Context: an optimization exercise on an open-source flow, tuned for small area, a short achievable clock period and few clock cycles per item. The choices shown serve that exercise and are no tape-out recipe.

==> flow/design.v (excerpt) <==
module cmplx_mult_stream #(
  parameter int W     = 16,
  parameter int FRAC  = 15,
  parameter int FRAME = 16,
  parameter int ROUND = 1
) (
  input  logic                    clk,
  input  logic                    rst_n,
  input  logic                    clear,
  output logic                    ovf,
  input  logic                    in_valid,
  output logic                    in_ready,
  input  logic signed [W-1:0]     a_re,
  input  logic signed [W-1:0]     a_im,
  input  logic signed [W-1:0]     b_re,
  input  logic signed [W-1:0]     b_im,
  input  logic                    conj_b,
  output logic                    out_valid,
  input  logic                    out_ready,
  output logic signed [W-1:0]     p_re,
  output logic signed [W-1:0]     p_im,
  output logic [$clog2(FRAME)-1:0] p_idx,
  output logic                    p_last
);
For scale: about 3200 cells after synthesis.
clock: 8.5 ns
lec_check: 0
cap_margin: 20
core_margin: 2
core_utilization: 40
setup_slack_margin: 5
slew_margin: 20
tns_end_percent: 0
run.sh (not shown) runs the stock make flow with config.mk's settings and CLKGATE_MAP_FILE= SYNTH_SCRIPT=/design/flow/synth_recipe.tcl, a recipe that flattens the netlist after the stock synthesis.
Edit:
--- a/flow/design.v
+++ b/flow/design.v
@@ -3113,38 +3113,35 @@
   assign im_a = {1'b1, r5_1630, s1753, s1751, s1749, s1747, s1745, s1743, s1741, s1739, s1737, s1735, s1733, s1731, s1729, s1727, s1725, s1723, s1721, s1719, s1717, s1715, s1713, s1711, s1709, s1707, s1705, s1703, s1701, s1699, s1697, s1695, r5_1540};
   assign im_b = {1'b0, c1754, c1752, c1750, c1748, c1746, c1744, c1742, c1740, c1738, c1736, c1734, c1732, c1730, c1728, c1726, c1724, c1722, c1720, c1718, c1716, c1714, c1712, c1710, c1708, c1706, c1704, c1702, c1700, c1698, c1696, c1694, s1693};
   assign im_sum = im_a + im_b;
   logic im_clip;
   logic [15:0] im_sat;
   assign im_clip = (im_sum[32] != im_sum[31]) || (im_sum[31] != im_sum[30]);
   assign im_sat = im_clip ? {im_sum[32], {15{~im_sum[32]}}} : im_sum[30:15];
   logic res_clip;
   assign res_clip = re_clip | im_clip;
-  logic [17:0] re_val, im_val;
-  assign re_val = re_sum[32:15];
-  assign im_val = im_sum[32:15];
-  logic [17:0] o_re, o_im;
+  logic [15:0] o_re, o_im;
   logic [3:0]  o_idx;
   logic        o_last;
-  logic [17:0] s_re, s_im;
+  logic [15:0] s_re, s_im;
   logic [3:0]  s_idx;
   logic        s_clip;
   logic        out_en;
   assign out_en = ~ov | out_ready;
   always_ff @(posedge clk) begin
     if (adv) begin
-      s_re <= re_val; s_im <= im_val; s_idx <= idx_r[1]; s_clip <= res_clip;
+      s_re <= re_sat; s_im <= im_sat; s_idx <= idx_r[1]; s_clip <= res_clip;
     end
     if (out_en) begin
       if (sv) begin
         o_re <= s_re; o_im <= s_im; o_idx <= s_idx; o_last <= (s_idx == 4'd15);
       end else begin
-        o_re <= re_val; o_im <= im_val; o_idx <= idx_r[1]; o_last <= (idx_r[1] == 4'd15);
+        o_re <= re_sat; o_im <= im_sat; o_idx <= idx_r[1]; o_last <= (idx_r[1] == 4'd15);
       end
     end
   end
   logic new_clip;
   assign new_clip = out_en & (sv ? s_clip : (vld[1] & res_clip));
   logic in_ready_r;
   always_ff @(posedge clk or negedge rst_n) begin
     if (!rst_n) begin
       vld <= '0; ov <= 1'b0; sv <= 1'b0; adv <= 1'b1; in_ready_r <= 1'b1;
@@ -3159,18 +3156,15 @@
       adv <= ~(ov & ~out_ready & (sv | vld[1]));
       in_ready_r <= ~(ov & ~out_ready & (sv | vld[1]));
       if (accept) idx_cnt <= idx_cur + 4'd1;
       else if (clear) idx_cnt <= 4'd0;
       if (new_clip) ovf <= 1'b1;
       else if (clear) ovf <= 1'b0;
     end
   end
   assign in_ready = in_ready_r;
-  logic o_re_clip, o_im_clip;
-  assign o_re_clip = (o_re[17] != o_re[16]) || (o_re[16] != o_re[15]);
-  assign o_im_clip = (o_im[17] != o_im[16]) || (o_im[16] != o_im[15]);
-  assign p_re = o_re_clip ? {o_re[17], {15{~o_re[17]}}} : o_re[15:0];
-  assign p_im = o_im_clip ? {o_im[17], {15{~o_im[17]}}} : o_im[15:0];
   assign out_valid = ov;
+  assign p_re      = o_re;
+  assign p_im      = o_im;
   assign p_idx     = o_idx;
   assign p_last    = o_last;
 endmodule
Result: The changed run finished with timing, DRC and antenna clean; sequential share of layout area is lower by 0.64 points; critical path depth came out higher by 1; clock-buffer cell count drops by 1; hold slack barely changes; die area increases by 1.4%; via count rose by 2.6%; maximum frequency fell by 0.93%; synthesized cell count increases by 2.9%; final area stays flat; first-iteration DRC count goes down by 0.68%; routed wire length falls by 2.5%.
No run of this note included a check of the RTL's function; only the layout flow was run.

==> separate check: timing with driven ports <==
The flow's constraints put no driver on any port. The routed layouts listed below were extracted and timed again, unchanged, in two steps.
Step 1 sets driving cells, clkbuf_16 on the clock port and buf_2 on the other inputs (assumed; they add their load-dependent delay and slew).
Step 2, shift: input delay + t, output delay - t, t = (earliest + latest rising clock arrival at the registers) / 2. This alone moves slack from input paths to output paths.
a / b / c = ideal / step 1 / step 2; a / b = the first two.
run | shift t [ns] | slack for setup (ns) | worst slew at a driven data input, ns
the first run | 0.639 | 4.534 / 4.534 / 4.534 | 0.05
the second run | 0.659 | 4.497 / 4.497 / 4.497 | 0.07
After both steps setup and hold are still met in every run listed.
